This design comes from an exercise in tuning for small area, a short achievable clock period and few clock cycles per item on the open sky130 flow, not from production work. In this exercise RTL edits were held to simulation tests only and were not proved equivalent to the original.

== rev 12 ==
// alu_arbiter
module alu_arbiter
#(
    parameter int unsigned WORDSIZE      = 32,
    parameter int unsigned SEL_LINE_SIZE = 4,
    parameter int unsigned NUM_REQ       = 4
) (
    input  logic                              clk,
    input  logic                              rst_n,
    input  logic [NUM_REQ-1:0]                req_valid,
    output logic [NUM_REQ-1:0]                req_ready,
    input  logic [NUM_REQ*WORDSIZE-1:0]       req_a,
    input  logic [NUM_REQ*WORDSIZE-1:0]       req_b,
    input  logic [NUM_REQ*SEL_LINE_SIZE-1:0]  req_sel,
    output logic [NUM_REQ-1:0]                rsp_valid,
    input  logic [NUM_REQ-1:0]                rsp_ready,
    output logic [WORDSIZE-1:0]               rsp_result,
    output logic                              rsp_carry,
    output logic                              busy
);
Size in the first run: roughly 3900 cells after synthesis, ~270 flip-flops, ~320 I/O pins.
==> flow/config.mk <==
export PLATFORM = sky130hd
export DESIGN_NAME = alu_arbiter
export DESIGN_NICKNAME = alu_arbiter
export VERILOG_FILES = /design/flow/design.v
export SDC_FILE = /design/flow/constraint.sdc
export NUM_CORES = 4
export LEC_CHECK = 0
export ABC_AREA = 1
export CAP_MARGIN = 20
export CORE_MARGIN = 2
export CORE_UTILIZATION = 40
export SLEW_MARGIN = 20
==> flow/constraint.sdc <==
create_clock -name core_clock -period 70.0 [get_ports {clk}]
set_input_delay 14.0000 -clock core_clock [delete_from_list [all_inputs] [get_ports {clk}]]
set_output_delay 14.0000 -clock core_clock [all_outputs]
set_load 0.01 [all_outputs]
standard.sh (not shown) runs the stock make flow with config.mk's settings and CLKGATE_MAP_FILE= SYNTH_SCRIPT=/design/flow/synth_recipe.tcl, a recipe that flattens the netlist after the stock synthesis.
==> flow/flow/run.sh <==
#!/bin/bash
# Layout flow: the standard layout (standard.sh), with the port buffers
# that global placement inserts made sky130_fd_sc_hd__buf_1 instead of the
# cell the resizer picks by default. Everything else is the standard flow.
set -euo pipefail
export BUFFER_PORTS_ARGS="-buffer_cell sky130_fd_sc_hd__buf_1"
bash standard.sh > standard.log 2>&1
Testbench counts of rev 12, summed over its fixed seeds: cycles 2,420, items 2,048.
The inputs of rev 13 differ from those of rev 12 as listed below.
diff --git a/flow/design.v b/flow/design.v
--- a/flow/design.v
+++ b/flow/design.v
@@ -276,13 +276,13 @@
     function automatic logic [NR-1:0] pick(input logic [NR-1:0] elig, input logic a,
                                            input logic busy_u);
         logic [NR-1:0] p1, p2, r2, e1;
         p2 = elig & valid_q;
         r2 = rr((p2 != '0) ? p2 : elig);
         e1 = elig & ~(a ? rdy_q : '0);
-        p1 = valid_q & ((e1 & {NR{busy_u}} & ~long_i) | (e1 & {NR{!busy_u}} & long_i));
+        p1 = req_valid & ((e1 & {NR{busy_u}} & ~long_i) | (e1 & {NR{!busy_u}} & long_i));
         pick = rr(p1) | (r2 & {NR{!(|p1)}});
     endfunction
     logic [NR-1:0] pk [3];
     always_comb begin
         for (int c = 0; c < 3; c++) begin    
             logic a, t, busy_u;
@@ -328,13 +328,12 @@
     localparam int unsigned IDX_W = (NR > 1) ? $clog2(NR) : 1;
     logic [NR-1:0]    rdy_q;      
     logic [NR-1:0]    lng_q;      
     logic             busy_q;
     logic [NR-1:0]    valid_q;    
     logic [NR-1:0]    msel_q;     
-    logic             any_q;      
     logic [W-1:0]     s_a, s_b;   
     logic [SW-1:0]    s_sel;
     logic [IDX_W-1:0] s_own;
     logic             s_v;
     logic [W-1:0]     r_res;      
     logic             r_c;
@@ -374,25 +373,25 @@
     );
     logic [NR-1:0] long_i;      
     logic [1:0]    hold, k_v_t, u_occ_t, r_take;
     logic [2*NR-1:0] lng_t;
     logic [8*NR-1:0] rdy_t;
     alu_arb_ctl #(.NR(NR), .SW(SW), .IDX_W(IDX_W)) u_ctl (
-        .rdy_q(msel_q), .lng_q(lng_q), .valid_q(valid_q), .req_valid(req_valid), .long_i(long_i), .s_v(s_v), .s_sel(s_sel),
+        .rdy_q(rdy_q), .lng_q(lng_q), .valid_q(valid_q), .req_valid(req_valid), .long_i(long_i), .s_v(s_v), .s_sel(s_sel),
         .k_v(k_v), .u_occ(u_occ), .u_done(u_done), .u_last(u_last), .u_own(u_own),
         .hold(hold), .k_v_n(k_v_t), .u_occ_n(u_occ_t), .r_take(r_take), .lng_n(lng_t),
         .rdy_n(rdy_t), .u_ld(u_ld)
     );
     logic L, A, T;
     always_comb begin
         for (int unsigned i = 0; i < NR; i++)
             long_i[i] = (req_sel[i*SW +: SW] == alu_arb_pkg::OP_MUL) ||
                         (req_sel[i*SW +: SW] == alu_arb_pkg::OP_UDIV);
         L = !(|(r_vld & ~rsp_ready));
-        A = any_q && (|(req_valid & msel_q));
-        T = |(long_i & msel_q);
+        A = |(req_valid & rdy_q);
+        T = |(long_i & rdy_q);
     end
     logic          s_v_n, k_v_n, u_occ_n;
     logic [1:0]    busy_t;      
     logic [NR-1:0] r_vld_n, lng_n;
     logic [IDX_W-1:0] r_own_src;
     logic [NR-1:0]    r_own_oh;
@@ -403,51 +402,49 @@
         s_v_n   = L ? (hold[1] || A) : (hold[0] || A);
         busy_t[0] = hold[0] || k_v_t[0] || (|r_vld) || u_occ_t[0];
         busy_t[1] = hold[1] || k_v_t[1] || r_take[1] || u_occ_t[1];
         k_v_n   = L ? k_v_t[1] : k_v_t[0];
         u_occ_n = L ? u_occ_t[1] : u_occ_t[0];
         r_vld_n = L ? (r_take[1] ? r_own_oh : '0) : r_vld;
-        lng_n   = (L ? lng_t[NR +: NR] : lng_t[0 +: NR]) | ((A && T) ? msel_q : '0);
+        lng_n   = (L ? lng_t[NR +: NR] : lng_t[0 +: NR]) | ((A && T) ? rdy_q : '0);
     end
     always_ff @(posedge clk) begin
         if (!rst_n) begin
             rdy_q   <= NR'(1);
-            any_q   <= 1'b1;
             msel_q  <= NR'(1);
             valid_q <= '0;
             lng_q   <= '0;
             busy_q  <= 1'b0;
             s_v     <= 1'b0;
             k_v     <= 1'b0;
             r_vld   <= '0;
             u_occ   <= 1'b0;
         end else begin
             rdy_q   <= rdy_t[{L, A, T}*NR +: NR];
-            any_q   <= |rdy_t[{L, A, T}*NR +: NR];
             msel_q  <= rdy_t[{L, A, T}*NR +: NR] | NR'(!(|rdy_t[{L, A, T}*NR +: NR]));
             valid_q <= req_valid;
             lng_q   <= lng_n;
             busy_q  <= A || (L ? busy_t[1] : busy_t[0]);
             s_v     <= s_v_n;
             k_v     <= k_v_n;
             r_vld   <= r_vld_n;
             u_occ   <= u_occ_n;
         end
     end
     logic s_keep;
-    assign s_keep = !any_q;
+    assign s_keep = ~(|rdy_q);
     always_ff @(posedge clk) begin
         s_a   <= (in_a   & {W{!s_keep}})     | (s_a   & {W{s_keep}});
         s_b   <= (in_b   & {W{!s_keep}})     | (s_b   & {W{s_keep}});
         s_sel <= (in_sel & {SW{!s_keep}})    | (s_sel & {SW{s_keep}});
         s_own <= (in_own & {IDX_W{!s_keep}}) | (s_own & {IDX_W{s_keep}});
     end
     logic         k_keep;
     logic [W-1:0] r_src;
     logic         r_src_c;
-    assign k_keep  = k_v && !(|(r_vld & rsp_ready));
+    assign k_keep  = k_v && !L;
     assign r_src   = k_v ? k_res : ((u_occ && u_done) ? u_res : alu_res);
     assign r_src_c = k_v ? k_c : (!(u_occ && u_done) && alu_c);
     always_ff @(posedge clk) begin
         k_res <= (alu_res & {W{!k_keep}}) | (k_res & {W{k_keep}});
         k_c   <= (alu_c && !k_keep) || (k_c && k_keep);
         k_own <= (s_own & {IDX_W{!k_keep}}) | (k_own & {IDX_W{k_keep}});
Between rev 12 and rev 13, the global-route wire length before repair is higher for rev 12.
Rev 13 against rev 12: final period demand of the worst path dropped 0.095 ns; detailed-routed wire length on met3 shows a reduction of about 3%.
On horizontal die dimension, rev 12 and rev 13 are basically level.
For rev 13, the worst setup path startpoint was rdy_q[1]$_SDFF_PN0_, unlike rev 12, where it was req_sel[3].
[compare] base=rev 12 new=rev 13: antenna diode instance count higher, flip-flop and latch count lower.
Rev 13 went all the way through the flow, and no timing, DRC or antenna check failed.
Testbench counts of rev 13, summed over its fixed seeds: cycles 2,420, items 2,048.

==> static timing again, ports no longer ideal <==
No port has a modelled driver above. Below, the same layouts with a new extraction and two added sets of constraints.
Step 1 sets driving cells, clkbuf_16 on the clock port and buf_2 on the other inputs (assumed; they add their load-dependent delay and slew).
Step 2 moves the port delays by t, midway between the first and last clock arrival at a register: inputs arrive t later, outputs are due t later. That takes back most of the time a late clock gives input paths.
Slacks: ideal ports / drivers / drivers and shift; pairs: ideal ports / drivers.
| run | t (ns) | setup WS [ns] | clock arrival spread, ns | pins driven straight from the clock port |
|---|---|---|---|---|
| rev 12 | 0.651 | 54.201 / 54.236 / 53.585 | 0.027 / 0.028 | 1 |
| rev 13 | 0.665 | 54.296 / 54.237 / 53.736 | 0.019 / 0.019 | 1 |
After both steps every run listed still meets setup and hold. For rev 12, which loses most, drivers alone change the setup slack by +0.035 ns; drivers and shift together by -0.616 ns.
